From an optimization exercise on the open Yosys and OpenROAD flow, aimed at small area, a short achievable clock period and few clock cycles; shortcuts taken in it are not production practice.
In this exercise RTL edits were held to simulation tests only and were not proved equivalent to the original.
No activity file was given, so power comes from the tool's default toggle rates.

### flow/design.v
package sclp_pkg;
  localparam int LINE_MAX = 32;
  localparam int ARG_W    = 31;
  localparam logic [ARG_W-1:0] SAT_MAX = {ARG_W{1'b1}};
  localparam logic [5:0] K_NONE  = 6'd10;   
  localparam logic [5:0] K_BLANK = 6'd12;
  localparam logic [5:0] K_EOL   = 6'd13;
  localparam logic [5:0] K_BS    = 6'd14;
  localparam logic [5:0] K_OTHER = 6'd15;
  localparam logic [5:0] K_Q     = 6'd31;   
  localparam logic [5:0] K_A     = 6'd33;
  localparam logic [5:0] K_C     = 6'd35;
  localparam logic [5:0] K_D     = 6'd36;
  localparam logic [5:0] K_E     = 6'd37;
  localparam logic [5:0] K_F     = 6'd38;
  localparam logic [5:0] K_G     = 6'd39;
  localparam logic [5:0] K_H     = 6'd40;
  localparam logic [5:0] K_I     = 6'd41;
  localparam logic [5:0] K_K     = 6'd43;
  localparam logic [5:0] K_L     = 6'd44;
  localparam logic [5:0] K_M     = 6'd45;
  localparam logic [5:0] K_N     = 6'd46;
  localparam logic [5:0] K_O     = 6'd47;
  localparam logic [5:0] K_P     = 6'd48;
  localparam logic [5:0] K_R     = 6'd50;
  localparam logic [5:0] K_S     = 6'd51;
  localparam logic [5:0] K_T     = 6'd52;
  localparam logic [5:0] K_U     = 6'd53;
  localparam logic [3:0] CMD_PERIOD = 4'd8;
  localparam logic [3:0] CMD_STAGE  = 4'd9;
  localparam logic [5:0] S_START = 6'd0;    
  localparam logic [5:0] S_I1  = 6'd1;      
  localparam logic [5:0] S_I4  = 6'd8;      
  localparam logic [5:0] S_T1  = 6'd16;      
  localparam logic [5:0] S_T5  = 6'd12;      
  localparam logic [5:0] S_M1  = 6'd24;     
  localparam logic [5:0] S_M3  = 6'd34;     
  localparam logic [5:0] S_M6  = 6'd20;     
  localparam logic [5:0] S_RST = 6'd41;     
  localparam logic [5:0] S_RE5 = 6'd30;     
  localparam logic [5:0] S_S1  = 6'd61;     
  localparam logic [5:0] S_S6  = 6'd35;     
  localparam logic [5:0] S_C1  = 6'd7;     
  localparam logic [5:0] S_CA4 = 6'd57;     
  localparam logic [5:0] S_CF2 = 6'd50;     
  localparam logic [5:0] S_CF4 = 6'd9;     
  localparam logic [5:0] S_H1  = 6'd18;     
  localparam logic [5:0] S_H4  = 6'd22;     
  localparam logic [5:0] S_P1  = 6'd45;     
  localparam logic [5:0] S_P6  = 6'd59;     
  localparam logic [5:0] S_PSP = 6'd54;     
  localparam logic [5:0] S_K0  = 6'd25;     
  localparam logic [5:0] S_K1  = 6'd51;     
  localparam logic [5:0] S_K2  = 6'd38;     
  localparam logic [5:0] S_MSP = 6'd13;     
  localparam logic [5:0] S_PD  = 6'd47;     
  localparam logic [5:0] S_FS  = 6'd31;     
  localparam logic [5:0] S_RS  = 6'd63;     
  localparam logic [5:0] S_NS  = 6'd62;     
  localparam logic [5:0] S_FSM = 6'd60;     
  localparam logic [5:0] S_RSM = 6'd56;     
endpackage
import sclp_pkg::*;
module sclp_stage (
  input  logic [7:0] c,
  output logic [5:0] cls,
  output logic       f_eol,
  output logic       f_bs,
  output logic       f_blank,
  output logic       f_dig
);
  assign f_bs    = (c == 8'h08) || (c == 8'h7F);
  assign f_eol   = (c == 8'h0D) || (c == 8'h0A);
  assign f_blank = (c == 8'h20) || (c == 8'h09);
  assign f_dig   = (c[7:4] == 4'h3) && (c[3:0] <= 4'd9);
  always_comb begin
    if (f_bs)
      cls = K_BS;
    else if (f_eol)
      cls = K_EOL;
    else if (f_blank)
      cls = K_BLANK;
    else if (c[7:6] == 2'b01)
      cls = {1'b1, c[4:0]};            
    else if (f_dig)
      cls = {2'b00, c[3:0]};
    else if (c == 8'h3F)
      cls = K_Q;
    else
      cls = K_OTHER;
  end
endmodule
import sclp_pkg::*;
module serial_command_line_parser_top (
  input  logic        clk,
  input  logic        rst_n,
  input  logic        in_valid,
  output logic        in_ready,
  input  logic [7:0]  in_rx_byte,
  output logic        out_valid,
  input  logic        out_ready,
  output logic [3:0]  out_cmd_code,
  output logic [30:0] out_cmd_arg
);
  function automatic logic chain_hit(input logic [5:0] s, input logic [5:0] c);
    chain_hit =
      ((s == 6'd1) && (c == K_D)) ||   
      ((s == 6'd2) && (c == K_L)) ||
      ((s == 6'd4) && (c == K_E)) ||
      ((s == 6'd16) && (c == K_R)) ||   
      ((s == 6'd33) && (c == K_A)) ||
      ((s == 6'd3) && (c == K_C)) ||
      ((s == 6'd6) && (c == K_K)) ||
      ((s == 6'd24) && (c == K_A)) ||   
      ((s == 6'd49) && (c == K_N)) ||
      ((s == 6'd34) && (c == K_U)) ||
      ((s == 6'd5) && (c == K_A)) ||
      ((s == 6'd10) && (c == K_L)) ||
      ((s == 6'd41) && (c == K_E)) ||   
      ((s == 6'd19) && (c == K_C)) ||
      ((s == 6'd39) && (c == K_A)) ||
      ((s == 6'd15) && (c == K_L)) ||
      ((s == 6'd61) && (c == K_T)) ||   
      ((s == 6'd58) && (c == K_A)) ||
      ((s == 6'd52) && (c == K_T)) ||
      ((s == 6'd40) && (c == K_U)) ||
      ((s == 6'd17) && (c == K_S)) ||
      ((s == 6'd7) && (c == K_A)) ||   
      ((s == 6'd14) && (c == K_L)) ||
      ((s == 6'd28) && (c == K_Q)) ||
      ((s == 6'd50) && (c == K_G)) ||   
      ((s == 6'd36) && (c == K_Q)) ||
      ((s == 6'd18) && (c == K_E)) ||   
      ((s == 6'd37) && (c == K_L)) ||
      ((s == 6'd11) && (c == K_P)) ||
      ((s == 6'd45) && (c == K_E)) ||   
      ((s == 6'd27) && (c == K_R)) ||
      ((s == 6'd55) && (c == K_I)) ||
      ((s == 6'd46) && (c == K_O)) ||
      ((s == 6'd29) && (c == K_D)) ||
      ((s == 6'd59) && (c == K_BLANK));
  endfunction
  function automatic logic [5:0] start_st(input logic [5:0] c);
    case (c)
      K_I:     start_st = S_I1;
      K_T:     start_st = S_T1;
      K_M:     start_st = S_M1;
      K_R:     start_st = S_RST;
      K_S:     start_st = S_S1;
      K_C:     start_st = S_C1;
      K_H:     start_st = S_H1;
      K_P:     start_st = S_P1;
      K_F:     start_st = S_FS;
      6'd0:    start_st = S_K0;
      6'd1:    start_st = S_K1;
      6'd2:    start_st = S_K2;
      default: start_st = S_START;
    endcase
  endfunction
  logic             rdy_r, rdy_nxt;
  logic             bv_r, bv_nxt, take;
  logic [5:0]       cls_r, cls_in;
  logic             fe_r, fb_r, fk_r, fd_r;   
  logic             fe_in, fb_in, fk_in, fd_in;
  logic [5:0]       len_r;                
  logic [5:0]       st_r, st_nxt;         
  logic [5:0]       lnb_r;                
  logic             dead_r;               
  logic [5:0]       ld_r;                 
  logic [5:0]       ds_r;                 
  logic [3:0]       v_r;                  
  logic             z0_r;                 
  logic             j0_r;                 
  logic             len0_r, full_r;       
  logic             trunc_r;              
  logic [5:0]       len_nxt;
  logic             z0_nxt;
  logic [ARG_W-1:0] acc_r;
  logic [3:0]       dl_r;
  logic             df_r;
  logic             sat_r;                
  logic [5:0]       ls_r;                 
  logic             busy_r, busy_nxt;     
  logic             ov_r, ov_nxt;
  logic [3:0]       code_r;
  logic             is_eol, is_bs, is_blank, is_dig;
  logic [3:0]       dv;
  logic             j0, base, dig_st, at_start, st_pd;
  logic [5:0]       len_p1, len_m1;
  logic [ARG_W:0]   m_w;
  logic [ARG_W-1:0] m;
  logic             m_sat;
  logic [4:0]       t;
  logic             t_ge;
  logic             t_ok;
  logic [5:0]       t_st;
  logic [3:0]       t_v;
  logic [5:0]       p_st;
  logic             hit;
  logic [3:0]       hit_code;
  logic             stg_r;
  logic consume, eol, emit, bsp, app, ovf, clr, live, trunc;
  logic core, kill, bs_core, undie;
  logic pd_init, pd_dig, pd_first, pd_sat, pd_commit, bs_pd, bs_unsat, bs_df, bs_div;
  logic div_end, acc_en, sel_m, sel_sat, sel_stg;
  logic [ARG_W-1:0] acc_d;
  sclp_stage u_cls (.c(in_rx_byte), .cls(cls_in), .f_eol(fe_in), .f_bs(fb_in),
                    .f_blank(fk_in), .f_dig(fd_in));
  assign in_ready     = rdy_r;
  assign out_valid    = ov_r;
  assign out_cmd_code = code_r;
  assign out_cmd_arg  = acc_r;
  assign is_eol   = fe_r;
  assign is_bs    = fb_r;
  assign is_blank = fk_r;
  assign is_dig   = fd_r;
  assign dv       = cls_r[3:0];
  assign at_start = (st_r == S_START);
  assign st_pd    = (st_r == S_PD);
  assign j0       = j0_r;
  assign base     = (lnb_r == ds_r);
  assign dig_st   = (st_r == S_PD) || (st_r == S_FS) || (st_r == S_RS) || (st_r == S_NS) ||
                    (st_r == S_FSM) || (st_r == S_RSM);
  assign len_p1   = len_r + 6'd1;
  assign len_m1   = len_r - 6'd1;
  assign m_w   = {acc_r[ARG_W-4:0], (dl_r[3] ? 3'b111 : dl_r[2:0]), 1'b1} +
                 {acc_r[ARG_W-2:0], dl_r[3], dl_r[3] & dl_r[0]};
  assign m     = m_w[ARG_W:1];
  assign m_sat = (acc_r > ARG_W'(SAT_MAX / 10)) ||
                 ((acc_r == ARG_W'(SAT_MAX / 10)) && (dl_r > 4'(SAT_MAX % 10)));
  assign t     = {dl_r, acc_r[ARG_W-1]};
  assign t_ge  = (t >= 5'd10);
  always_comb begin
    hit      = 1'b1;
    hit_code = 4'd0;
    case (st_r)
      S_I4, S_K0: hit_code = 4'd0;
      S_T5, S_K1: hit_code = 4'd1;
      S_M6, S_K2: hit_code = 4'd2;
      S_RE5:      hit_code = 4'd3;
      S_S6:       hit_code = 4'd4;
      S_CA4:      hit_code = 4'd5;
      S_CF4:      hit_code = 4'd6;
      S_H4:       hit_code = 4'd7;
      S_PD:       hit_code = CMD_PERIOD;
      S_FS, S_FSM, S_NS, S_RS, S_RSM: begin
        hit      = (v_r != 4'd0);
        hit_code = CMD_STAGE;
      end
      default: hit = 1'b0;
    endcase
  end
  assign stg_r = dig_st && !st_pd;
  always_comb begin
    t_ok = 1'b0;
    t_st = {st_r[4:0], st_r[5] ^ st_r[4]};
    t_v  = dv;
    if (at_start) begin
      t_st = start_st(cls_r);
      t_ok = (t_st != S_START);
      t_v  = 4'd0;
    end else if (chain_hit(st_r, cls_r)) begin
      t_ok = 1'b1;
    end else begin
      case (st_r)
        S_C1: begin
          t_st = S_CF2;
          t_ok = (cls_r == K_F);
        end
        S_M3: begin
          t_st = S_MSP;
          t_ok = is_blank;
        end
        S_RST: begin
          t_st = S_RS;
          t_ok = is_dig && (dv <= 4'd7);
        end
        S_PSP: begin
          t_st = S_PD;
          t_ok = is_dig;
        end
        S_MSP: begin
          t_st = (cls_r == K_F) ? S_FSM : (cls_r == K_R) ? S_RSM : S_NS;
          t_v  = (cls_r == K_F) || (cls_r == K_R) ? 4'd0 : dv;
          t_ok = (cls_r == K_F) || (cls_r == K_R) || is_dig;
        end
        S_PD: begin
          t_st = S_PD;
          t_ok = is_dig;
        end
        S_FS, S_RS, S_FSM, S_RSM: begin
          t_st = st_r;
          t_ok = is_dig && (v_r == 4'd0) && (dv <= 4'd7);
        end
        S_NS: begin
          t_st = S_NS;
          t_v  = (v_r == 4'd0) ? dv : 4'd10 + dv;
          t_ok = is_dig && ((v_r == 4'd0) || ((v_r == 4'd1) && (dv <= 4'd4)));
        end
        default: ;
      endcase
    end
  end
  always_comb begin
    p_st = {st_r[0] ^ st_r[5], st_r[5:1]};
    case (st_r)
      S_I1, S_T1, S_M1, S_RST, S_S1, S_C1, S_H1, S_P1,
      S_K0, S_K1, S_K2:   p_st = S_START;
      S_CF2:              p_st = S_C1;
      S_MSP:              p_st = S_M3;
      S_PD:               p_st = base ? S_PSP : S_PD;
      S_FS:               p_st = base ? S_START : S_FS;
      S_FSM, S_RSM, S_NS: p_st = base ? S_MSP : st_r;
      S_RS:               p_st = base ? S_RST : S_RS;
      default: ;
    endcase
  end
  assign consume = bv_r && !busy_r && !(ov_r && (is_eol || (st_r == S_PSP)));
  assign eol     = consume && is_eol && !len0_r;
  assign emit    = eol && !dead_r && hit;
  assign bsp     = consume && is_bs && !len0_r;
  assign ovf     = consume && !is_eol && !is_bs && full_r;
  assign app     = consume && !is_eol && !is_bs && !full_r;
  assign clr     = eol || ovf;
  assign live    = app && !dead_r;
  assign trunc   = trunc_r;           
  assign core    = live && (at_start || j0) && !trunc && t_ok;
  assign kill    = live && !is_blank && ((!at_start && !j0) || (!trunc && !t_ok));
  assign bs_core = bsp && !dead_r && !at_start && j0;
  assign undie   = bsp && dead_r && (len_r == ld_r);
  assign pd_init   = live && j0 && !trunc && (st_r == S_PSP) && is_dig;
  assign pd_dig    = live && j0 && !trunc && st_pd && is_dig && !sat_r;
  assign pd_first  = pd_dig && !df_r;
  assign pd_sat    = pd_dig && df_r && m_sat;
  assign pd_commit = pd_dig && df_r && !m_sat;
  assign bs_pd     = bs_core && st_pd;
  assign bs_unsat  = bs_pd && sat_r && (len_m1 == ls_r);
  assign bs_df     = bs_pd && !sat_r;
  assign bs_div    = bs_df && !df_r && !base;
  assign div_end   = busy_r && (ls_r == 6'd0);
  assign sel_m   = st_pd && df_r && !m_sat && ((live && j0 && !trunc && is_dig && !sat_r) ||
                                               (eol && !dead_r));
  assign sel_sat = eol && !dead_r && st_pd && df_r && m_sat;
  assign sel_stg = emit && stg_r;
  assign acc_en  = busy_r || pd_init || sel_m || sel_sat || (emit && !st_pd);
  always_comb begin
    acc_d = ({ARG_W{busy_r}} & {acc_r[ARG_W-2:0], t_ge}) |
            ({ARG_W{sel_m}} & m) |
            {ARG_W{sel_sat}};
    if (sel_stg)
      acc_d[3:0] = ((st_r == S_RS) || (st_r == S_RSM)) ? v_r + 4'd6 : v_r - 4'd1;
  end
  always_comb begin
    if (clr)
      st_nxt = S_START;
    else if (bs_core)
      st_nxt = p_st;
    else if (core)
      st_nxt = t_st;
    else
      st_nxt = st_r;
  end
  assign take     = in_valid && rdy_r;
  assign bv_nxt   = take || (bv_r && !consume);
  assign busy_nxt = bs_div || (busy_r && !div_end);
  assign ov_nxt   = (ov_r && !out_ready) || emit;
  assign rdy_nxt  = !bv_nxt ||
                    (!((busy_r && !div_end) || (bv_r && fb_r && st_pd && !df_r && !sat_r)) &&
                     !(((ov_r && !out_ready) || (bv_r && fe_r)) &&
                       ((take ? fe_in : fe_r) ||
                        (((st_r == S_P6) || (st_r == S_PSP) || st_pd) && !(bv_r && fe_r)))));
  always_comb begin
    if (clr)
      len_nxt = 6'd0;
    else if (bsp)
      len_nxt = len_m1;
    else if (app)
      len_nxt = len_p1;
    else
      len_nxt = len_r;
  end
  assign z0_nxt = (app && len0_r) ? !is_blank : z0_r;
  always_ff @(posedge clk) begin
    if (!rst_n) begin
      rdy_r   <= 1'b1;
      bv_r    <= 1'b0;
      len_r   <= 6'd0;
      len0_r  <= 1'b1;
      full_r  <= 1'b0;
      trunc_r <= 1'b0;
      st_r   <= S_START;
      dead_r <= 1'b0;
      busy_r <= 1'b0;
      ov_r   <= 1'b0;
    end else begin
      rdy_r  <= rdy_nxt;
      bv_r   <= bv_nxt;
      st_r   <= st_nxt;
      busy_r <= busy_nxt;
      ov_r   <= ov_nxt;
      len_r   <= len_nxt;
      len0_r  <= (len_nxt == 6'd0);
      full_r  <= (len_nxt == 6'(LINE_MAX));
      trunc_r <= (len_nxt == 6'(LINE_MAX - 1)) && z0_nxt;
      if (clr || undie)
        dead_r <= 1'b0;
      else if (kill)
        dead_r <= 1'b1;
    end
  end
  always_ff @(posedge clk) begin
    if (take) begin
      cls_r <= cls_in;
      fe_r  <= fe_in;
      fb_r  <= fb_in;
      fk_r  <= fk_in;
      fd_r  <= fd_in;
    end
    if (core || bs_core)
      j0_r <= 1'b1;
    else if (live && !kill)
      j0_r <= 1'b0;
    else if (bsp && !dead_r && !at_start && !j0_r)
      j0_r <= (len_m1 == lnb_r);
    if (core || bs_core) begin
      lnb_r <= core ? len_p1 : len_m1;
      v_r   <= core ? t_v : {3'b000, v_r[3] & (v_r[2] | v_r[1])};
    end
    if (kill) ld_r <= len_p1;
    if (core && !dig_st) ds_r <= len_p1;
    z0_r <= z0_nxt;
    if (acc_en) acc_r <= acc_d;
    if (busy_r)
      dl_r <= t_ge ? 4'(t - 5'd10) : t[3:0];
    else if (bs_div)
      dl_r <= 4'd0;
    else if (pd_init || pd_first || pd_commit)
      dl_r <= dv;
    if (pd_init || pd_first)
      df_r <= 1'b1;
    else if (bs_df)
      df_r <= 1'b0;
    if (pd_sat)
      sat_r <= 1'b1;
    else if (pd_init || bs_unsat)
      sat_r <= 1'b0;
    if (busy_r)
      ls_r <= ls_r - 6'd1;
    else if (bs_div)
      ls_r <= 6'd30;
    else if (pd_sat)
      ls_r <= len_r;
    if (emit) code_r <= hit_code;
  end
endmodule
### flow/run.sh
#!/bin/bash
# synth_recipe.tcl (not shown) runs the flow's synth.tcl, then flattens the netlist and writes it again
# the make line also repeats each setting of config.mk as NAME=value (left out here)
make -C /OpenROAD-flow-scripts/flow DESIGN_CONFIG=/design/flow/config.mk WORK_HOME=/design/flow/orfs CLKGATE_MAP_FILE= SYNTH_SCRIPT=/design/flow/synth_recipe.tcl finish
### flow/config.mk
export PLATFORM = sky130hd
export DESIGN_NAME = serial_command_line_parser_top
export DESIGN_NICKNAME = serial_command_line_parser_top
export VERILOG_FILES = /design/flow/design.v
export SDC_FILE = /design/flow/constraint.sdc
export NUM_CORES = 4
export LEC_CHECK = 0
export CAP_MARGIN = 20
export CORE_MARGIN = 2
export CORE_UTILIZATION = 40
export SETUP_SLACK_MARGIN = 5
export SLEW_MARGIN = 20
### flow/constraint.sdc
create_clock -name core_clock -period 8.0 [get_ports {clk}]
set_input_delay 1.6000 -clock core_clock [delete_from_list [all_inputs] [get_ports {clk}]]
set_output_delay 1.6000 -clock core_clock [all_outputs]
set_load 0.01 [all_outputs]
==> reports/results.txt, run 1 <==
Max rail drop VDD: 113 uV
Type of the worst setup path: register to output pin
P_sw: 0.757 mW
Met3 wire length: 1740 microns
Proportion of layout cells with a drive suffix above 1: 20.7%
Die width: 150 microns
Sequential area share after synthesis: 32.6%
Internal power: 1.18 mW
Flop pwr share: 36.6%
Asr flop ratio synth: 0%
Comb power frac: 40.4%
Number of instances in the placed design: 1289
CTS Buffer Depth: 2
Initial Util: 40.7%
Core ar.: 21000 sq um
CP startpoint kind: register
R2r worst-path depth: 10
Max cap viols: 0
Endpoint class of the critical path: output pin
Fin Setup TNS: 0 ns
First-pass GRT wire length: 40800 microns
Sink Count: 101
Ports: 49
DR iter-0 viols: 817
Antenna violations before repair: 0
Final HPWL DP: 17400 microns
Rows: 53
Main synth FF type: edfxtp_1
Most common cell after layout, fill and taps aside: buf_4
Worst Hold Depth: 2
Die area: 22500 sq um
CTS tree: built
All-Layer GR Usage: 22.8%
Final std cells w/o fill: 1405
Final worst slack: 4.98 ns
Detailed Route WL: 26800 microns
CTS root buffer: clkbuf_16
Area delta synth->final: 29.1%
Gr ovfl total: 0
Highest-count cells in the layout ignoring fill and taps: buf_4, nand2_1, a21oi_1, edfxtp_1, nor2_1
Highest routed layer: met4
H-tree depth: 3
Hold crit path type: register to register
DRC viols: 0
Critical path arrival: 1.42 ns
Met2 WL: 12600 microns
Clk latency of the worst-skew pair: 0.35 ns
Yosys top cell area share: 26.7%
Minimum clock period: 3.02 ns
Post-synth EDFFs: 76
Worst-margin pin slew: 0.732 ns
WL per Instance: 19.1 microns
Worst setup path end: out_cmd_arg[3]
Vias in the first global route: 7618
Period utilisation layout: 37.7%
Unrepaired setup endpoints after global routing: yes
Switching share of total power: 39.0%
PD cells: 176 nW/um^2
Fmax: 331 MHz
Crit path required time: 6.40 ns
Top post-synthesis cells by area: edfxtp_1, ha_1, dfxtp_1, a21oi_1, o21ai_0
Antenna Cells: 0
Final Max Tran Viols: 0
PortBufs: 48
Worst r2r src: acc_r[5]
Syn Inst Count: 1014
Post-synth net total: 1070
Global placement routability congestion: 0.966
Worst Setup SP: acc_r[3]
Area leader, netlist: edfxtp_1
P_leak: 4.21 nW
Status: finished clean
Syn Std Cell Area: 8530 sq um
CP max FO: 2
Clock share of power: 22.9%
Via count: 8461
Die Height: 150 microns
Synth Warn #: 2
Yosys reg bits: 101
R2r setup slk: 5.04 ns
Via/cell ratio: 6.02
Syn avg cell area: 8.42 sq um
Setup Skew: 0.0105 ns
Final antenna-violating net count: 0
CTS Buf Count: 9
Largest net degree at the start of global routing: 42
Hold Buf Count CTS: 0
1st-pass router iterations: 7
Pre-CTS WS: 3.97 ns
Final setup fails: 0
Max-slew headroom: 51.1%
Net count, final: 1181
Reg-to-reg endpoint: acc_r[6]
Library cells used by synthesis: 89
Met1 Wirelength: 11900 microns
Hold Vio Cnt, Final: 0
Clk slew on worst S/H paths: 0.07 ns
Yosys cell counts (all sizes together) (5+ instances only):
| library cell | count |
|---|---|
| o31ai | 8 |
| inv | 32 |
| o211ai | 11 |
| o21ai | 75 |
| xor2 | 40 |
| a311oi | 5 |
| o22ai | 11 |
| a31oi | 14 |
| dfxtp | 25 |
| o21a | 9 |
| a211oi | 10 |
| nor3b | 10 |
| nor4 | 10 |
| nand3 | 40 |
| nand4 | 20 |
| a22oi | 8 |
| nor2 | 79 |
| ha | 44 |
| a21o | 12 |
| a21oi | 95 |
| o21bai | 6 |
| nor2b | 18 |
| a21boi | 6 |
| mux2i | 7 |
| a221oi | 6 |
| xnor2 | 40 |
| nor3 | 25 |
| or3 | 5 |
| and2 | 7 |
| clkbuf | 31 |
| buf | 28 |
| and3 | 19 |
| edfxtp | 76 |
| nand2 | 86 |
| nand2b | 19 |
timing repair:
action                                  in CTS  in global routing
pin swaps                                   20                 27
endpoints found under the setup margin     149                128
buffers inserted                            45                 47
gates cloned                                 4                  4
gates resized for setup                     69                 99
per-stage QoR:
stage	cell area [sq um]	power [mW]	hold slack (ns)	utilization, %
after CTS	10200	1.87	0.487	48.5
after detailed placement	9180	1.38	0.472	43.8
final	11000	1.94	0.473	52.6
after global placement	9180	1.39	0.465	43.8
after floorplan	8550	1.23	0.433	-
after global routing	11000	2.05	0.544	52.6
flip-flops by register name (all words and copies together), names as in the netlist, 6 cells and up:
name	cells
len_r	6
acc_r	31
ds_r	6
lnb_r	6
ld_r	6
cls_r	6
ls_r	6
st_r	6
layout make-up:
type | count | area, sq um
repair buffers | 156 | 1450
well taps | 275 | 344
clock buffers | 12 | 236
clock inverters | 4 | 58.8
flip-flops and latches | 101 | 2800
multi-input cells | 825 | 6010
inverters | 32 | 128
fillers | 1926 | 9940
cells by family after synthesis:
kind of cell | count (synthesis) | synth area share [%]
AOI/OAI and AO/OA | 311 | 23.0
xor gates and xnor gates | 80 | 8.21
adders and majority gates | 44 | 6.45
buffers and inverters | 91 | 4.66
DFF | 101 | 32.6
muxes | 11 | 1.39
and+or+nand+nor | 376 | 23.6
how the worst min path moves through the flow:
stage	slack [ns]	from	endpoint
6_report	0.47	z0_r	z0_r
2_1_floorplan	0.43	z0_r	z0_r
3_3_place_gp	0.47	z0_r	z0_r
5_1_grt	0.54	z0_r	z0_r
3_5_place_dp	0.47	z0_r	z0_r
4_1_cts	0.49	z0_r	z0_r
worst max-delay path, cell delays in order (launching register included):
cell and delay (ns):
edfxtp_1 0.40, buf_6 0.14, buf_4 0.12, buf_4 0.13, dlygate4sd2_1 0.27
metal layers:
layer / track usage [%] / vias up
met5: 0 / -
li1: - / 4033
met2: 37.3 / 337
met1: 32.0 / 4037
met3: 2.84 / 54
met4: 5.28 / 0
power by group through the flow:
stage | Combinational, mW | Clock (mW) | Sequential, mW
6_report | 0.785 | 0.445 | 0.711
2_1_floorplan | 0.543 | 0 | 0.686
5_1_grt | 0.862 | 0.474 | 0.719
4_1_cts | 0.713 | 0.455 | 0.706
3_5_place_dp | 0.671 | 0 | 0.713
3_3_place_gp | 0.676 | 0 | 0.712
Testbench counts, summed over its fixed seeds: cycles 21,597.
==> run 2, diff against run 1 <==
--- a/flow/config.mk
+++ b/flow/config.mk
@@ -5,8 +5,9 @@
 export SDC_FILE = /design/flow/constraint.sdc
 export NUM_CORES = 4
 export LEC_CHECK = 0
+export ABC_AREA = 1
 export CAP_MARGIN = 20
 export CORE_MARGIN = 2
-export CORE_UTILIZATION = 40
+export CORE_UTILIZATION = 65
 export SETUP_SLACK_MARGIN = 5
 export SLEW_MARGIN = 20
==> run 2 against run 1 <==
Effect of this change:
- power is 31% lower
- area after synthesis is 4.6% higher
- cell count is 9.3% higher
- routed wire length is 0.72% higher
- via count is 12% higher
- first-iteration DRC count is 45% higher
- worst setup slack better by 0.039 ns
- sequential power is 14% lower
- clock power is 2% higher
- synthesized cell count is 26% higher
- critical path type unchanged
- highest routed layer unchanged
==> reports/results.txt, run 2 <==
CTS tree: built
Period utilisation layout: 37.2% (-0.49 points)
Yosys top cell area share: 25.6% (-1.2 points)
Delay-heaviest family, CP: buffers and inverters
Type of the worst setup path: register to output pin
Layout Utilization: 77.1% (+24 points)
Final Max Tran Viols: 0 (unchanged)
Final antenna-violating net count: 0 (unchanged)
Design area: 10300 sq um (-6.7%)
Minimum clock period: 2.98 ns (-0.0388 ns)
Most common cell after layout, fill and taps aside: nand2_1
DR iter-0 viols: 1188 (+45%)
WL per Instance: 17.6 microns (-7.9%)
Area delta synth->final: 15.2%
CTS Buf Count: 9 (unchanged)
PD cells: 130 nW/um^2 (-26%)
Area leader, netlist: edfxtp_1
Final std cells w/o fill: 1536 (+9.3%)
PortBufs: 48 (unchanged)
Min Hold Slack: 0.504 ns (+0.0316 ns)
Crit path required time: 6.40 ns (about the same)
Post-synth net total: 1333 (+25%)
CP startpoint kind: register
Worst r2r src: acc_r[8]
Hold Buf Count CTS: 0 (unchanged)
Most frequent cell after synthesis: nand2_1
Main synth FF type: edfxtp_1
R2r setup slk: 5.07 ns (+0.03 ns)
CTS Buffer Depth: 2 (unchanged)
Max rail drop VDD: 134 uV (+19%)
Ports: 49 (unchanged)
CTS root buffer: clkbuf_16
Syn avg cell area: 6.99 sq um (-17%)
Fin Setup TNS: 0 ns (unchanged)
Max-slew headroom: 34.5% (-17 points)
Syn Inst Count: 1277 (+26%)
Synth top cells by count: nand2_1, nor2_1, inv_1, nand3_1, edfxtp_1
Yosys reg bits: 101 (unchanged)
Sink Count: 101 (unchanged)
Worst Setup SP: acc_r[8]
Final setup fails: 0 (unchanged)
Proportion of layout cells with a drive suffix above 1: 11.8% (-8.9 points)
Endpoint class of the critical path: output pin
Clk slew on worst S/H paths: 0.08 ns (about the same)
Fillers: 1077 (-44%)
Top post-synthesis cells by area: edfxtp_1, nand2_1, nor2_1, inv_1, ha_1
Stages on the worst setup path: 1 (-3)
H-tree depth: 3 (unchanged)
CP Buf/Inv Count: 1 (-3)
Vias in the first global route: 8612 (+13%)
Gr ovfl total: 0 (unchanged)
Setup Skew: 0.0132 ns (+0.00263 ns)
Unrepaired setup endpoints after global routing: yes
Hold Vio Cnt, Final: 0 (unchanged)
CP max-delay cell: clkdlybuf4s50_1
Max incr delay on CP: 0.57 ns (+0.17 ns)
Design Power: 1.33 mW (-31%)
Detailed Route WL: 27000 microns (+0.72%)
DP Area: 9490 sq um (+3.3%)
Max reg flops: 31 (unchanged)
Fmax: 336 MHz (+1.3%)
Via/cell ratio: 6.15 (+2.1%)
Synth Warn #: 2 (unchanged)
Rows: 42 (-21%)
1st-pass router iterations: 6 (-1)
Core ar.: 13300 sq um (-36%)
Via count: 9443 (+12%)
Status: finished clean
Largest Register: acc_r
Die Height: 121 microns (-19%)
First-pass GRT wire length: 41900 microns (+2.5%)
Die width: 121 microns (-19%)
Post-synth EDFFs: 76 (unchanged)
Critical path arrival: 1.38 ns (-0.04 ns)
Largest net degree at the start of global routing: 26 (-38%)
Library cells used by synthesis: 57 (-36%)
Number of instances in the placed design: 1476 (+15%)
DRC viols: 0 (unchanged)
Asr flop ratio synth: 0% (unchanged)
Antenna violations before repair: 0 (unchanged)
Clk latency of the worst-skew pair: 0.38 ns (+0.03 ns)
Die area: 14700 sq um (-35%)
All-Layer GR Usage: 36.4% (+14 points)
R2r worst-path depth: 9 (-1)
Final HPWL DP: 19900 microns (+14%)
Worst path cell trace: clkdlybuf4s50_1
Antenna Cells: 0 (unchanged)
Initial Util: 66.9% (+26 points)
Hold crit path type: register to register
Highest-count cells in the layout ignoring fill and taps: nand2_1, nor2_1, inv_1, nand3_1, edfxtp_1
Worst setup path end: out_cmd_arg[8]
P_leak: 4.60 nW (+9.1%)
Worst-margin pin slew: 0.981 ns (+0.249 ns)
Sequential area share after synthesis: 31.2% (-1.4 points)
Reg-to-reg endpoint: acc_r[27]
Syn Std Cell Area: 8930 sq um (+4.6%)
Final worst slack: 5.02 ns (+0.0388 ns)
Global placement routability congestion: 1.04 (+7.6%)
CP max FO: 5 (+3)
Net count, final: 1411 (+19%)
Max cap viols: 0 (unchanged)
Pre-CTS WS: 4.13 ns (+0.158 ns)
## run 2: cell types whose count changed after synthesis, sizes merged, moves of 13 or more
cell / previous run / this run
nand2b: 19 / 0
nand4: 20 / 33
inv: 32 / 163
clkbuf: 31 / 9
o21ai: 75 / 89
nor2: 79 / 187
nor2b: 18 / 0
nand3: 40 / 103
xnor2: 40 / 23
nand2: 86 / 290
and3: 19 / 1
a21oi: 95 / 75
## run 2: metal layers
layer | global-route usage, % | vias to the layer above | part of all wire, %
met4 | 19.6 | 0 | 5.0
met2 | 60.2 | 552 | 47
li1 | - | 4480 | -
met1 | 45.3 | 4294 | 39
met5 | 0 | - | 0
met3 | 6.25 | 117 | 8.5
## run 2: kinds of logic after synthesis
group           count (synthesis)  synth area share, %
simple gates                  660                 33.2
compound gates                230                 15.6
buf+inv                       191                 8.79
flops                         101                 31.2
xor+xnor                       51                 5.00
fa+ha+maj                      44                 6.17
## run 2: power by group
part / internal [mW] / total [mW] / leakage [nW] / switching (mW)
clock network: 0.225 / 0.456 / 0.151 / 0.231
registers: 0.586 / 0.614 / 0.910 / 0.0281
logic: 0.0844 / 0.264 / 3.54 / 0.179
## run 2: final cells by class
cell class	instances	area [sq um]	area share, %
clock inverter	7	83.8	0.815
timing repair buffer	93	836	8.13
tap	176	220	2.14
clock buffer	9	225	2.19
sequential	101	2790	27.1
multi-input combinational	986	5510	53.6
inverter	164	626	6.08
## run 2: worst min-delay path by stage
| stage | depth (start not counted) | slack (ns) | endpoint | from |
|---|---|---|---|---|
| finish | 2 | 0.50 | sat_r | sat_r |
| global route | 2 | 0.52 | sat_r | sat_r |
| CTS | 2 | 0.50 | sat_r | sat_r |
| detailed placement | 2 | 0.49 | j0_r | j0_r |
| global placement | 2 | 0.48 | sat_r | sat_r |
| floorplan | 2 | 0.45 | z0_r | z0_r |
## run 2: repair_timing
| action | CTS | global route |
|---|---|---|
| endpoints found under the hold margin | 0 | 0 |
| setup endpoints to repair | 78 | 123 |
| setup buffers | 17 | 26 |
| pin swaps | 3 | 3 |
| gates resized for setup | 11 | 39 |
| gates cloned | 1 | 0 |
## run 2: tightest hold or removal path, stage by stage (launching register included)
cell and delay [ns]:
dfxtp_1 0.34, nand3_1 0.09, nand2_1 0.04
==> run 3, diff against run 2 <==
==> flow/flow/run.sh (new file) <==
#!/bin/bash
set -euo pipefail
bash standard.sh SETUP_SLACK_MARGIN=5.6 finish > flow_make.log 2>&1
==> flow/standard.sh (new file) <==
#!/bin/bash
# synth_recipe.tcl (not shown) runs the flow's synth.tcl, then flattens the netlist and writes it again
# the make line also repeats each setting of config.mk as NAME=value (left out here)
make -C /OpenROAD-flow-scripts/flow DESIGN_CONFIG=/design/flow/config.mk WORK_HOME=/design/flow/orfs CLKGATE_MAP_FILE= SYNTH_SCRIPT=/design/flow/synth_recipe.tcl "${@:-finish}"
--- a/flow/config.mk
+++ b/flow/config.mk
@@ -8,6 +8,6 @@
 export ABC_AREA = 1
 export CAP_MARGIN = 20
 export CORE_MARGIN = 2
-export CORE_UTILIZATION = 65
+export CORE_UTILIZATION = 40
 export SETUP_SLACK_MARGIN = 5
 export SLEW_MARGIN = 20
removed: flow/run.sh
==> run 3 against run 2 <==
Effect of this change:
- area after synthesis did not move
- die area is 60% higher
- worst setup slack improved by 0.31 ns
- clock skew decreased by 0.0012 ns
- sequential power about the same
- global-route usage fell by 9.7 points
- register-to-register slack better by 0.26 ns
- sequential share of layout area shrank 6.1 points
- combinational power rose by about 50%
- count of clock-buffer cells in the layout stayed put
- first-iteration DRC count fell by 1.3%
==> reports/results.txt, run 3 <==
Most common cell after layout, fill and taps aside: nand2_1
Crit path required time: 8.08 ns (+1.68 ns)
Most frequent cell after synthesis: nand2_1
Final HPWL DP: 21300 microns (+6.7%)
Antenna violations before repair: 0 (unchanged)
Vias in the first global route: 9616 (+12%)
P_leak: 5.68 nW (+24%)
Max reg flops: 31 (unchanged)
PD cells: 111 nW/um^2 (-15%)
Post-synth EDFFs: 76 (unchanged)
Worst path cell trace: buf_6 -> inv_2 -> nand4_1 -> nor4_4 -> nand3_1 -> nor2_2 -> a21oi_4 -> buf_6 -> nor2_4 -> nand2_8 -> nand3_4 -> buf_6 -> buf_12
Hold Vio Cnt, Final: 0 (unchanged)
Largest net degree at the start of global routing: 25 (-3.8%)
First-pass GRT wire length: 50700 microns (+21%)
Syn avg cell area: 6.99 sq um (unchanged)
CTS root buffer: clkbuf_16
Clk slew on worst S/H paths: 0.08 ns (about the same)
Final Max Tran Viols: 0 (unchanged)
CP startpoint kind: register
PortBufs: 48 (unchanged)
CTS Buffer Depth: 2 (unchanged)
WL per Instance: 19.5 microns (+11%)
Syn Inst Count: 1277 (unchanged)
Global placement routability congestion: 1.01 (-3.0%)
Final setup fails: 0 (unchanged)
Hold Buf Count CTS: 0 (unchanged)
Layout Utilization: 61.1% (-16 points)
H-tree depth: 3 (unchanged)
Yosys reg bits: 101 (unchanged)
Net count, final: 1570 (+11%)
Top post-synthesis cells by area: edfxtp_1, nand2_1, nor2_1, inv_1, ha_1
Area delta synth->final: 49.9%
Library cells used by synthesis: 57 (unchanged)
Setup Skew: 0.0119 ns (-0.00122 ns)
Main synth FF type: edfxtp_1
Via/cell ratio: 5.86 (-4.7%)
Worst-margin pin slew: 0.554 ns (-0.427 ns)
Initial Util: 40.8% (-26 points)
Worst Hold Depth: 2 (unchanged)
Sink Count: 101 (unchanged)
CP max FO: 8 (+3)
Clk latency of the worst-skew pair: 0.37 ns (about the same)
Via count: 10500 (+12%)
Max rail drop VDD: 96.2 uV (-28%)
Fin Setup TNS: 0 ns (unchanged)
Design Power: 1.48 mW (+11%)
R2r worst-path depth: 13 (+4)
1st-pass router iterations: 6 (unchanged)
Proportion of layout cells with a drive suffix above 1: 40.0% (+28 points)
Fmax: 374 MHz (+11%)
Critical path arrival: 2.75 ns (+1.37 ns)
CP max-delay cell: edfxtp_1
Final antenna-violating net count: 0 (unchanged)
CTS Buf Count: 9 (unchanged)
Max-slew headroom: 62.9% (+28 points)
CP Buf/Inv Count: 5 (+4)
Synth top cells by count: nand2_1, nor2_1, inv_1, nand3_1, edfxtp_1
DRC viols: 0 (unchanged)
Max cap viols: 0 (unchanged)
Pre-CTS WS: 4.36 ns (+0.234 ns)
Yosys top cell area share: 25.6% (unchanged)
Ports: 49 (unchanged)
DR iter-0 viols: 1173 (-1.3%)
Rows: 54 (+29%)
CTS tree: built
Gr ovfl total: 0 (unchanged)
Fillers: 1820 (+69%)
Syn Std Cell Area: 8930 sq um (unchanged)
Synth Warn #: 2 (unchanged)
Endpoint class of the critical path: register
Stages on the worst setup path: 13 (+12)
Core ar.: 21900 sq um (+64%)
Die Height: 153 microns (+27%)
Type of the worst setup path: register to register
Highest-count cells in the layout ignoring fill and taps: nand2_1, buf_4, nor2_1, inv_1, edfxtp_1
Status: finished clean
Die width: 153 microns (+27%)
Crit-path most repeated cell: buf_6
Minimum clock period: 2.67 ns (-0.306 ns)
Detailed Route WL: 35100 microns (+30%)
Area leader, netlist: edfxtp_1
Max incr delay on CP: 0.44 ns (-0.13 ns)
Min Hold Slack: 0.502 ns (-0.00190 ns)
Final worst slack: 5.33 ns (+0.306 ns)
Period utilisation layout: 33.4% (-3.8 points)
Asr flop ratio synth: 0% (unchanged)
Die area: 23500 sq um (+60%)
Sequential area share after synthesis: 31.2% (unchanged)
Post-synth net total: 1333 (unchanged)
Delay-heaviest family, CP: simple AND/OR/NAND/NOR gates
All-Layer GR Usage: 26.7% (-9.7 points)
Unrepaired setup endpoints after global routing: yes
Hold crit path type: register to register
Antenna Cells: 0 (unchanged)
Largest Register: acc_r
==> run 3: metrics by stage <==
step                      instances  cell area, sq um
after global placement         1580              9670
after detailed placement       1580              9670
final                          1799             13400
after global routing           1799             13400
after floorplan                1277              8990
after CTS                      1735             12000
==> run 3: logic make-up (layout without fill, tap and decap cells) <==
group           after synthesis  after routing  share of synthesized area, %
buf+inv                     191            426                          8.79
xor+xnor                     51             51                          5.00
compound gates              230            230                          15.6
fa+ha+maj                    44             44                          6.17
flops                       101            101                          31.2
simple gates                660            667                          33.2
==> run 3: tightest hold or removal path, delay by kind of cell (launching register included) <==
family          cells  cell delay [ns]
flops               1             0.33
simple gates        1             0.07
compound gates      1             0.06
==> run 3: cell type report <==
| cell class | count | area (sq um) | share of cell area [%] |
|---|---|---|---|
| Tap cell | 280 | 350 | 2.62 |
| Timing Repair Buffer | 246 | 2180 | 16.3 |
| Multi-Input combinational cell | 992 | 7060 | 52.7 |
| Clock buffer | 9 | 225 | 1.68 |
| Inverter | 164 | 682 | 5.10 |
| Clock inverter | 7 | 80.1 | 0.599 |
| Sequential cell | 101 | 2810 | 21.0 |
==> run 3: what timing repair did <==
action / 4_1_cts / 5_1_grt
pin swaps: 76 / 115
endpoints found under the hold margin: 0 / 0
buffers inserted: 133 / 60
resized for setup: 426 / 220
gates cloned: 6 / 4
setup endpoints to repair: 190 / 169
==> run 3: worst paths after layout <==
check	slack, ns	to	from
max	5.33	acc_r[6]	acc_r[21]
max reg2reg	5.33	acc_r[6]	acc_r[21]
min reg2reg	0.50	bv_r	bv_r
min	0.50	bv_r	bv_r
==> run 3: metal layers <==
metal	wire length (microns)	global-route usage, %	up-vias
li1	-	-	4823
met1	13900	35.7	4938
met2	16300	44.2	619
met3	2950	3.71	155
met4	1860	9.61	0
met5	0	0	-
==> run 3: power by group <==
part	switching, mW	internal, mW	total (mW)
Sequential	0.0300	0.587	0.617
Combinational	0.242	0.153	0.396
Clock	0.221	0.248	0.468
Total	0.493	0.988	1.48
==> run 4, diff against run 3 <==
==> flow/flow/run.sh (replaced) <==
#!/bin/bash
set -euo pipefail
bash standard.sh SETUP_SLACK_MARGIN=5.3 finish > flow_make.log 2>&1
==> run 4 against run 3 <==
Effect of this change:
- die area unchanged
- core utilization decreased by 11 points
- register-to-register slack improved by 0.06 ns
- sequential cell count unchanged
- critical endpoint is now out_cmd_arg[0]
- design area decreased by 18%
- maximum frequency decreased by 2.0%
- critical path depth decreased by 11
- clock skew increased by 0.0080 ns
- routed wire length decreased by 16%
==> reports/results.txt, run 4 <==
Multi-input logic area: 5840 sq um (-17%)
Most common cell after layout, fill and taps aside: nand2_1
Antenna Cells: 0 (unchanged)
WL per Instance: 17.5 microns (-10%)
Core ar.: 21900 sq um (unchanged)
Die Height: 153 microns (unchanged)
CTS tree: built
Switching share of total power: 32.0% (-1.3 points)
Design area: 11000 sq um (-18%)
1st-pass router iterations: 8 (+2)
Max reg flops: 31 (unchanged)
H-tree depth: 3 (unchanged)
CP startpoint kind: register
DRC viols: 0 (unchanged)
Design Power: 1.38 mW (-6.9%)
Die area: 23500 sq um (unchanged)
CTS root buffer: clkbuf_16
P_leak: 4.91 nW (-14%)
Critical path arrival: 1.13 ns (-1.62 ns)
Area delta synth->final: 23.4%
Net count, final: 1453 (-7.5%)
PortBufs: 48 (unchanged)
Largest Register: acc_r
P_sw: 0.440 mW (-11%)
Period utilisation layout: 34.1% (+0.70 points)
Clk slew on worst S/H paths: 0.09 ns (about the same)
Die width: 153 microns (unchanged)
R2r setup slk: 5.39 ns (+0.06 ns)
Hold Buf Count CTS: 0 (unchanged)
PD cells: 125 nW/um^2 (+13%)
Internal power: 0.937 mW (-5.1%)
Final worst slack: 5.27 ns (-0.0558 ns)
Unrepaired setup endpoints after global routing: yes
Main synth FF type: edfxtp_1
Synth Warn #: 2 (unchanged)
Crit path required time: 6.40 ns (-1.68 ns)
Endpoint class of the critical path: output pin
Setup Skew: 0.0200 ns (+0.00803 ns)
Top post-synthesis cells by area: edfxtp_1, nand2_1, nor2_1, inv_1, ha_1
Library cells used by synthesis: 57 (unchanged)
Max-slew headroom: 63.6% (+0.67 points)
Sink Count: 101 (unchanged)
Minimum clock period: 2.73 ns (+0.0558 ns)
Max incr delay on CP: 0.39 ns (-0.05 ns)
First-pass GRT wire length: 45800 microns (-9.7%)
CTS Buf Count: 9 (unchanged)
Detailed Route WL: 29500 microns (-16%)
Via/cell ratio: 5.60 (-4.3%)
Clock share of power: 35.0% (+3.4 points)
Type of the worst setup path: register to output pin
Final antenna-violating net count: 0 (unchanged)
Area leader, netlist: edfxtp_1
Initial Util: 40.8% (unchanged)
Worst-margin pin slew: 0.542 ns (-0.0121 ns)
Largest net degree at the start of global routing: 26 (+4.0%)
Max cap viols: 0 (unchanged)
Status: finished clean
CP Buf/Inv Count: 2 (-3)
CTS Buffer Depth: 2 (unchanged)
Post-synth net total: 1333 (unchanged)
Vias in the first global route: 8808 (-8.4%)
Global placement routability congestion: 0.977 (-3.0%)
Yosys top cell area share: 25.6% (unchanged)
Ports: 49 (unchanged)
Gr ovfl total: 0 (unchanged)
Via count: 9425 (-11%)
Final HPWL DP: 21400 microns (+0.50%)
Sequential area share after synthesis: 31.2% (unchanged)
Post-synth EDFFs: 76 (unchanged)
Fillers: 2213 (+22%)
Clk latency of the worst-skew pair: 0.37 ns (about the same)
All-Layer GR Usage: 24.0% (-2.7 points)
Worst path cell trace: buf_4 -> clkdlybuf4s15_1
Register area: 2800 sq um (-0.22%)
Yosys reg bits: 101 (unchanged)
Antenna violations before repair: 0 (unchanged)
Hold crit path type: register to register
Flop pwr share: 44.7% (+3.0 points)
Delay-heaviest family, CP: flip-flops
Syn Std Cell Area: 8930 sq um (unchanged)
CP max FO: 2 (-6)
Syn Inst Count: 1277 (unchanged)
Highest-count cells in the layout ignoring fill and taps: nand2_1, nor2_1, inv_1, nand3_1, buf_4
Pre-CTS WS: 4.38 ns (+0.0217 ns)
Final Max Tran Viols: 0 (unchanged)
Most frequent cell after synthesis: nand2_1
Rows: 54 (unchanged)
DR iter-0 viols: 810 (-31%)
Final setup fails: 0 (unchanged)
Hold Vio Cnt, Final: 0 (unchanged)
DP Area: 9630 sq um (-0.43%)
Fin Setup TNS: 0 ns (unchanged)
Synth top cells by count: nand2_1, nor2_1, inv_1, nand3_1, edfxtp_1
Fmax: 366 MHz (-2.0%)
Asr flop ratio synth: 0% (unchanged)
Max rail drop VDD: 89.3 uV (-7.1%)
CP max-delay cell: edfxtp_1
Comb power frac: 20.4% (-6.3 points)
Syn avg cell area: 6.99 sq um (unchanged)
Proportion of layout cells with a drive suffix above 1: 18.6% (-21 points)
-- run 4: cell counts after synthesis --
Identical to the previous run, type by type.
-- run 4: layout make-up --
type	count	area share, %
Multi-Input combinational cell	989	53.0
Sequential cell	101	25.4
Timing Repair Buffer	132	9.77
Inverter	164	5.73
Tap cell	280	3.18
Clock buffer	10	2.17
Clock inverter	6	0.715
-- run 4: routing by layer --
| layer | up-vias | track usage (%) | share of wire, % |
|---|---|---|---|
| li1 | 4573 | - | - |
| met2 | 377 | 39.8 | 46 |
| met1 | 4411 | 33.0 | 44 |
| met3 | 64 | 2.32 | 7.1 |
| met4 | 0 | 7.86 | 2.9 |
| met5 | - | 0 | 0 |
-- run 4: path summary, 6_finish.rpt --
check                start        endpoint  cells after the start
setup / recovery  acc_r[0]  out_cmd_arg[0]                      2
hold / removal       sat_r           sat_r                      2
setup reg to reg  acc_r[0]       acc_r[24]                     12
hold reg to reg      sat_r           sat_r                      2
-- run 4: cell families (layout without fill, tap and decap cells) --
family | after synthesis | after routing | share of synthesized area, %
simple gates | 660 | 664 | 33.2
fa+ha+maj | 44 | 44 | 6.17
buf+inv | 191 | 312 | 8.79
compound gates | 230 | 230 | 15.6
xor+xnor | 51 | 51 | 5.00
flops | 101 | 101 | 31.2
-- run 4: repair_timing --
item,in CTS,in global routing
buffers inserted,56,25
pin swaps,12,20
cloned,2,2
gates resized for setup,114,84
setup endpoints to repair,170,120
endpoints found under the hold margin,0,0
-- run 4: power by group through the flow --
stage / Sequential (mW) / Clock, mW / Combinational (mW)
floorplan: 0.609 / 0 / 0.204
global placement: 0.625 / 0 / 0.255
detailed placement: 0.625 / 0 / 0.255
CTS: 0.614 / 0.488 / 0.266
global route: 0.618 / 0.512 / 0.314
finish: 0.615 / 0.482 / 0.281
-- run 4: stage by stage --
stage | util (%) | instances | hold WS, ns
finish | 50.3 | 1682 | 0.499
global route | 50.3 | 1682 | 0.525
CTS | 48.3 | 1655 | 0.499
detailed placement | 44.0 | 1581 | 0.485
global placement | 44.0 | 1581 | 0.485
floorplan | - | 1277 | 0.452
-- run 4: worst reg2reg max path, cell delays in order (launching register included) --
cell       delay [ns]
edfxtp_1         0.39
buf_4            0.17
buf_4            0.14
ha_1             0.35
a21o_1           0.19
inv_1            0.06
nand2_2          0.09
a21o_1           0.26
nand3_1          0.12
o2111ai_2        0.16
or2_2            0.31
nand3_1          0.08
nand3_1          0.06
==> run 5, diff against run 4 <==
==> flow/run.sh (new file) <==
#!/bin/bash
# synth_recipe.tcl (not shown) runs the flow's synth.tcl, then flattens the netlist and writes it again
# the make line also repeats each setting of config.mk as NAME=value (left out here)
make -C /OpenROAD-flow-scripts/flow DESIGN_CONFIG=/design/flow/config.mk WORK_HOME=/design/flow/orfs CLKGATE_MAP_FILE= SYNTH_SCRIPT=/design/flow/synth_recipe.tcl finish
removed: flow/flow/run.sh
removed: flow/standard.sh
==> run 5 against run 4 <==
Effect of this change:
- critical path depth down 1
- power fell by 3.0%
- core utilization is 2.8 points lower
- via count down 4.3%
- largest cell class unchanged
==> reports/results.txt, run 5 <==
Reg-to-reg endpoint: acc_r[27]
Most frequent cell after synthesis: nand2_1
Asr flop ratio synth: 0% (unchanged)
Max-slew headroom: 59.1% (-4.5 points)
Via count: 9021 (-4.3%)
Final std cells w/o fill: 1640 (-2.5%)
Minimum clock period: 2.96 ns (+0.234 ns)
Proportion of layout cells with a drive suffix above 1: 11.6% (-7.0 points)
CTS Buf Count: 9 (unchanged)
Global placement routability congestion: 0.962 (-1.5%)
Via/cell ratio: 5.50 (-1.8%)
R2r worst-path depth: 9 (-3)
Final Max Tran Viols: 0 (unchanged)
First-pass GRT wire length: 43900 microns (-4.1%)
Fin Setup TNS: 0 ns (unchanged)
Status: finished clean
Register area: 2790 sq um (-0.58%)
Top post-synthesis cells by area: edfxtp_1, nand2_1, nor2_1, inv_1, ha_1
Clk slew on worst S/H paths: 0.08 ns (about the same)
Syn Std Cell Area: 8930 sq um (unchanged)
Core ar.: 21900 sq um (unchanged)
CP max-delay cell: clkdlybuf4s50_1
P_leak: 4.55 nW (-7.2%)
Design area: 10400 sq um (-5.6%)
Detailed Route WL: 27900 microns (-5.3%)
1st-pass router iterations: 6 (-2)
Antenna violations before repair: 0 (unchanged)
DR iter-0 viols: 810 (unchanged)
CTS Buffer Depth: 2 (unchanged)
Hold crit path type: register to register
Largest Register: acc_r
Area delta synth->final: 16.6%
Min Hold Slack: 0.489 ns (-0.00934 ns)
Sink Count: 101 (unchanged)
Gr ovfl total: 0 (unchanged)
Critical path arrival: 1.36 ns (+0.23 ns)
Max reg flops: 31 (unchanged)
Syn avg cell area: 6.99 sq um (unchanged)
CP max FO: 4 (+2)
Worst setup path end: out_cmd_arg[28]
H-tree depth: 3 (unchanged)
Post-synth EDFFs: 76 (unchanged)
R2r setup slk: 5.15 ns (-0.24 ns)
Sequential area share after synthesis: 31.2% (unchanged)
Number of instances in the placed design: 1581 (unchanged)
CP startpoint kind: register
Pre-CTS WS: 4.06 ns (-0.323 ns)
Largest net degree at the start of global routing: 26 (unchanged)
Main synth FF type: edfxtp_1
CP Buf/Inv Count: 1 (-1)
Synth Warn #: 2 (unchanged)
Initial Util: 40.8% (unchanged)
Setup Skew: 0.0120 ns (-0.00801 ns)
Rows: 54 (unchanged)
WL per Instance: 17.0 microns (-2.9%)
Fmax: 337 MHz (-7.9%)
DRC viols: 0 (unchanged)
Library cells used by synthesis: 57 (unchanged)
Synth top cells by count: nand2_1, nor2_1, inv_1, nand3_1, edfxtp_1
Die Height: 153 microns (unchanged)
Crit path required time: 6.40 ns (about the same)
Design Power: 1.34 mW (-3.0%)
CTS root buffer: clkbuf_16
Die width: 153 microns (unchanged)
Max rail drop VDD: 124 uV (+39%)
Die area: 23500 sq um (unchanged)
Multi-input logic area: 5520 sq um (-5.4%)
Highest-count cells in the layout ignoring fill and taps: nand2_1, nor2_1, inv_1, nand3_1, edfxtp_1
CTS tree: built
Yosys top cell area share: 25.6% (unchanged)
Syn Inst Count: 1277 (unchanged)
Worst Setup SP: acc_r[28]
Final antenna-violating net count: 0 (unchanged)
Hold path startpoint: sat_r
Ports: 49 (unchanged)
Yosys reg bits: 101 (unchanged)
Post-synth net total: 1333 (unchanged)
All-Layer GR Usage: 23.2% (-0.80 points)
Net count, final: 1411 (-2.9%)
PD cells: 128 nW/um^2 (+2.7%)
Hold Vio Cnt, Final: 0 (unchanged)
Delay-heaviest family, CP: buffers and inverters
Clk latency of the worst-skew pair: 0.37 ns (about the same)
Most common cell after layout, fill and taps aside: nand2_1
Worst r2r src: acc_r[7]
Fillers: 2303 (+4.1%)
Type of the worst setup path: register to output pin
Max cap viols: 0 (unchanged)
Layout Utilization: 47.5% (-2.8 points)
Period utilisation layout: 37.0% (+2.9 points)
DP Area: 9620 sq um (about the same)
Worst path cell trace: clkdlybuf4s50_1
Final HPWL DP: 21200 microns (-0.86%)
Max incr delay on CP: 0.60 ns (+0.21 ns)
Endpoint class of the critical path: output pin
Antenna Cells: 0 (unchanged)
Final setup fails: 0 (unchanged)
PortBufs: 48 (unchanged)
Hold Buf Count CTS: 0 (unchanged)
Area leader, netlist: edfxtp_1
Unrepaired setup endpoints after global routing: no
Worst-margin pin slew: 0.605 ns (+0.0634 ns)
Vias in the first global route: 8499 (-3.5%)
Stages on the worst setup path: 1 (-1)
Final worst slack: 5.04 ns (-0.234 ns)
run 5: cell counts after synthesis:
Identical to the previous run, type by type.
run 5: worst min-delay path, delay by kind of cell (launching register included):
family           cells  cell delay, ns
and+or+nand+nor      2            0.12
DFF                  1            0.33
run 5: worst min path at each step:
stage | to | slack, ns | cells after the start
3_5_place_dp | sat_r | 0.48 | 2
5_1_grt | bv_r | 0.52 | 2
4_1_cts | sat_r | 0.49 | 2
6_report | sat_r | 0.49 | 2
3_3_place_gp | sat_r | 0.48 | 2
2_1_floorplan | z0_r | 0.45 | 2
run 5: timing repair:
action	CTS	global route
buffers inserted	21	21
cloned	1	0
endpoints found under the setup margin	105	95
pin swaps	4	5
resized for setup	19	29
run 5: cells by family after synthesis:
family / after synthesis / share of synthesized area (%)
AND/OR/NAND/NOR: 660 / 33.2
AO/OA/AOI/OAI: 230 / 15.6
buffers and inverters: 191 / 8.79
flip-flops: 101 / 31.2
XOR/XNOR: 51 / 5.00
adder cells (fa/ha/maj): 44 / 6.17
run 5: cell type report:
type	count	area share [%]
multi-input combinational	986	53.1
clock buffer	10	2.20
clock inverter	6	0.553
timing repair buffer	93	8.03
tap	280	3.37
sequential	101	26.8
inverter	164	6.01
run 5: where the power goes:
| part | leakage (nW) | internal (mW) | switching (mW) | total [mW] |
|---|---|---|---|---|
| registers | 0.910 | 0.586 | 0.0273 | 0.614 |
| logic | 3.50 | 0.0871 | 0.181 | 0.268 |
| clock network | 0.142 | 0.221 | 0.233 | 0.454 |
| total | 4.55 | 0.895 | 0.442 | 1.34 |
run 5: per-layer routing:
layer,GRT usage (%),vias up,share of wire (%)
met2,39.3,326,47
met4,5.46,0,1.9
met3,3.77,36,6.3
met1,31.1,4169,44
met5,0,-,0
li1,-,4490,-
==> run 6, diff against run 5 <==
--- a/flow/config.mk
+++ b/flow/config.mk
@@ -6,8 +6,8 @@
 export NUM_CORES = 4
 export LEC_CHECK = 0
 export ABC_AREA = 1
-export CAP_MARGIN = 20
+export CAP_MARGIN = 0
 export CORE_MARGIN = 2
 export CORE_UTILIZATION = 40
 export SETUP_SLACK_MARGIN = 5
-export SLEW_MARGIN = 20
+export SLEW_MARGIN = 0
==> run 6 against run 5 <==
Effect of this change:
- hold slack unchanged
- non-clock buffer count unchanged
- maximum frequency unchanged
- sequential power about the same
- critical endpoint unchanged
- global-route usage unchanged
- largest cell class unchanged
- clock power about the same
- combinational power about the same
==> reports/results.txt, run 6 <==
Post-synth net total: 1333 (unchanged)
Max cap viols: 0 (unchanged)
Hold Buf Count CTS: 0 (unchanged)
Fmax: 337 MHz (unchanged)
H-tree depth: 3 (unchanged)
Synth top cells by count: nand2_1, nor2_1, inv_1, nand3_1, edfxtp_1
CP startpoint kind: register
Vias in the first global route: 8499 (unchanged)
Clk slew on worst S/H paths: 0.08 ns (about the same)
Highest-count cells in the layout ignoring fill and taps: nand2_1, nor2_1, inv_1, nand3_1, edfxtp_1
DRC viols: 0 (unchanged)
Type of the worst setup path: register to output pin
All-Layer GR Usage: 23.2% (unchanged)
Via/cell ratio: 5.50 (unchanged)
DR iter-0 viols: 810 (unchanged)
CP Buf/Inv Count: 1 (unchanged)
Most common cell after layout, fill and taps aside: nand2_1
Ports: 49 (unchanged)
Number of instances in the placed design: 1581 (unchanged)
Design Power: 1.34 mW (unchanged)
Unrepaired setup endpoints after global routing: no
Delay-heaviest family, CP: buffers and inverters
Setup Skew: 0.0120 ns (unchanged)
Critical path arrival: 1.36 ns (about the same)
Max-slew headroom: 59.1% (unchanged)
Period utilisation layout: 37.0% (unchanged)
Fin Setup TNS: 0 ns (unchanged)
Yosys reg bits: 101 (unchanged)
Status: finished clean
Worst path cell trace: clkdlybuf4s50_1
First-pass GRT wire length: 43900 microns (unchanged)
CTS root buffer: clkbuf_16
Minimum clock period: 2.96 ns (unchanged)
Endpoint class of the critical path: output pin
1st-pass router iterations: 6 (unchanged)
Rows: 54 (unchanged)
Clk latency of the worst-skew pair: 0.37 ns (about the same)
WL per Instance: 17.0 microns (unchanged)
PD cells: 128 nW/um^2 (unchanged)
Final Max Tran Viols: 0 (unchanged)
Global placement routability congestion: 0.962 (unchanged)
Max reg flops: 31 (unchanged)
Area delta synth->final: 16.6% (unchanged)
Max rail drop VDD: 124 uV (unchanged)
Post-synth EDFFs: 76 (unchanged)
Synth Warn #: 2 (unchanged)
Sequential area share after synthesis: 31.2% (unchanged)
Area leader, netlist: edfxtp_1
Die Height: 153 microns (unchanged)
Most frequent cell after synthesis: nand2_1
Final antenna-violating net count: 0 (unchanged)
Initial Util: 40.8% (unchanged)
Largest net degree at the start of global routing: 26 (unchanged)
Syn Inst Count: 1277 (unchanged)
Largest Register: acc_r
CP max-delay cell: clkdlybuf4s50_1
Net count, final: 1411 (unchanged)
Syn avg cell area: 6.99 sq um (unchanged)
Hold crit path type: register to register
Core ar.: 21900 sq um (unchanged)
Die width: 153 microns (unchanged)
Antenna Cells: 0 (unchanged)
Layout Utilization: 47.5% (unchanged)
CTS Buf Count: 9 (unchanged)
Final HPWL DP: 21200 microns (unchanged)
Sink Count: 101 (unchanged)
Library cells used by synthesis: 57 (unchanged)
Asr flop ratio synth: 0% (unchanged)
Final setup fails: 0 (unchanged)
Die area: 23500 sq um (unchanged)
Hold Vio Cnt, Final: 0 (unchanged)
Antenna violations before repair: 0 (unchanged)
Via count: 9021 (unchanged)
Yosys top cell area share: 25.6% (unchanged)
Detailed Route WL: 27900 microns (unchanged)
Max incr delay on CP: 0.60 ns (about the same)
Worst-margin pin slew: 0.605 ns (unchanged)
CTS tree: built
Syn Std Cell Area: 8930 sq um (unchanged)
CP max FO: 4 (unchanged)
Main synth FF type: edfxtp_1
Top post-synthesis cells by area: edfxtp_1, nand2_1, nor2_1, inv_1, ha_1
Final std cells w/o fill: 1640 (unchanged)
Min Hold Slack: 0.489 ns (unchanged)
Proportion of layout cells with a drive suffix above 1: 11.6% (unchanged)
P_leak: 4.55 nW (unchanged)
Crit path required time: 6.40 ns (about the same)
CTS Buffer Depth: 2 (unchanged)
Gr ovfl total: 0 (unchanged)
PortBufs: 48 (unchanged)
-- run 6: cell counts in the layout (fill, tap and decap cells not counted) --
Identical to the previous run, type by type.
-- run 6: power by group --
part	switching, mW	leakage (nW)	internal [mW]	total, mW
Sequential	0.0273	0.910	0.586	0.614
Clock	0.233	0.142	0.221	0.454
Combinational	0.181	3.50	0.0871	0.268
Total	0.442	4.55	0.895	1.34
-- run 6: path summary, 6_finish.rpt --
path	cells past startpoint	slack (ns)	start	to
max	1	5.04	acc_r[28]	out_cmd_arg[28]
min	2	0.49	sat_r	sat_r
max reg2reg	9	5.15	acc_r[7]	acc_r[27]
min reg2reg	2	0.49	sat_r	sat_r
-- run 6: cell type report --
class / instances / area [sq um]
Tap cell: 280 / 350
Fill cell: 2303 / 11500
Clock buffer: 10 / 229
Multi-Input combinational cell: 986 / 5520
Timing Repair Buffer: 93 / 836
Sequential cell: 101 / 2790
Inverter: 164 / 626
Clock inverter: 6 / 57.6
-- run 6: layer usage --
metal	part of all wire [%]	wire length, microns	GRT usage (%)
met1	44	12400	31.1
met2	47	13200	39.3
met3	6.3	1770	3.77
met4	1.9	535	5.46
met5	0	0	0
-- run 6: repair_timing --
item	4_1_cts	5_1_grt
hold endpoints to repair	0	0
setup buffers	21	21
resized for setup	19	29
pin swaps	4	5
endpoints found under the setup margin	105	95
gates cloned	1	0
-- run 6: kinds of logic (layout without fill, tap and decap cells) --
group                      count (synthesis)  in the layout  share of synthesized area [%]
AOI/OAI and AO/OA                        230            230                           15.6
adders and majority gates                 44             44                           6.17
and+or+nand+nor                          660            661                           33.2
DFF                                      101            101                           31.2
xor gates and xnor gates                  51             51                           5.00
buffers and inverters                    191            273                           8.79
-- run 6: metrics by stage --
step	setup slack (ns)	instance area, sq um
floorplan	5.29	8930
global placement	4.15	9620
detailed placement	4.06	9620
CTS	5.00	10200
global route	4.97	10400
finish	5.04	10400
-- run 6: worst min-delay path, cell delays in order, from the launching register on --
cell     delay [ns]
dfxtp_1        0.33
nand3_1        0.08
nand2_1        0.04

port drivers added, routing unchanged:
In the flow no input, the clock included, has a driving cell. The finished layouts below were timed again as built, in two steps.
Step 1: set_driving_cell puts a clkbuf_16 on clk and a buf_2 on each other input, an assumption about the parent block.
Step 2, shift: input delay + t, output delay - t, t = (earliest + latest rising clock arrival at the registers) / 2. This alone moves slack from input paths to output paths.
Three values: no drivers, after step 1, after step 2; two values: the first two.
run | shift t [ns] | slack for setup (ns) | hold WS [ns] | clock arrival spread, ns
run 1 | 0.396 | 4.982 / 4.932 / 4.708 | 0.473 / 0.473 / 0.473 | 0.011 / 0.010
run 2 | 0.411 | 5.020 / 4.977 / 4.785 | 0.504 / 0.504 / 0.504 | 0.013 / 0.013
run 3 | 0.404 | 5.327 / 5.320 / 4.985 | 0.502 / 0.502 / 0.502 | 0.012 / 0.012
run 4 | 0.408 | 5.271 / 5.225 / 4.990 | 0.499 / 0.499 / 0.499 | 0.020 / 0.020
run 5 | 0.406 | 5.037 / 4.993 / 4.659 | 0.489 / 0.489 / 0.489 | 0.012 / 0.012
run 6 | 0.406 | 5.037 / 4.993 / 4.659 | 0.489 / 0.489 / 0.489 | 0.012 / 0.012
After both steps setup and hold are still met in every run listed.
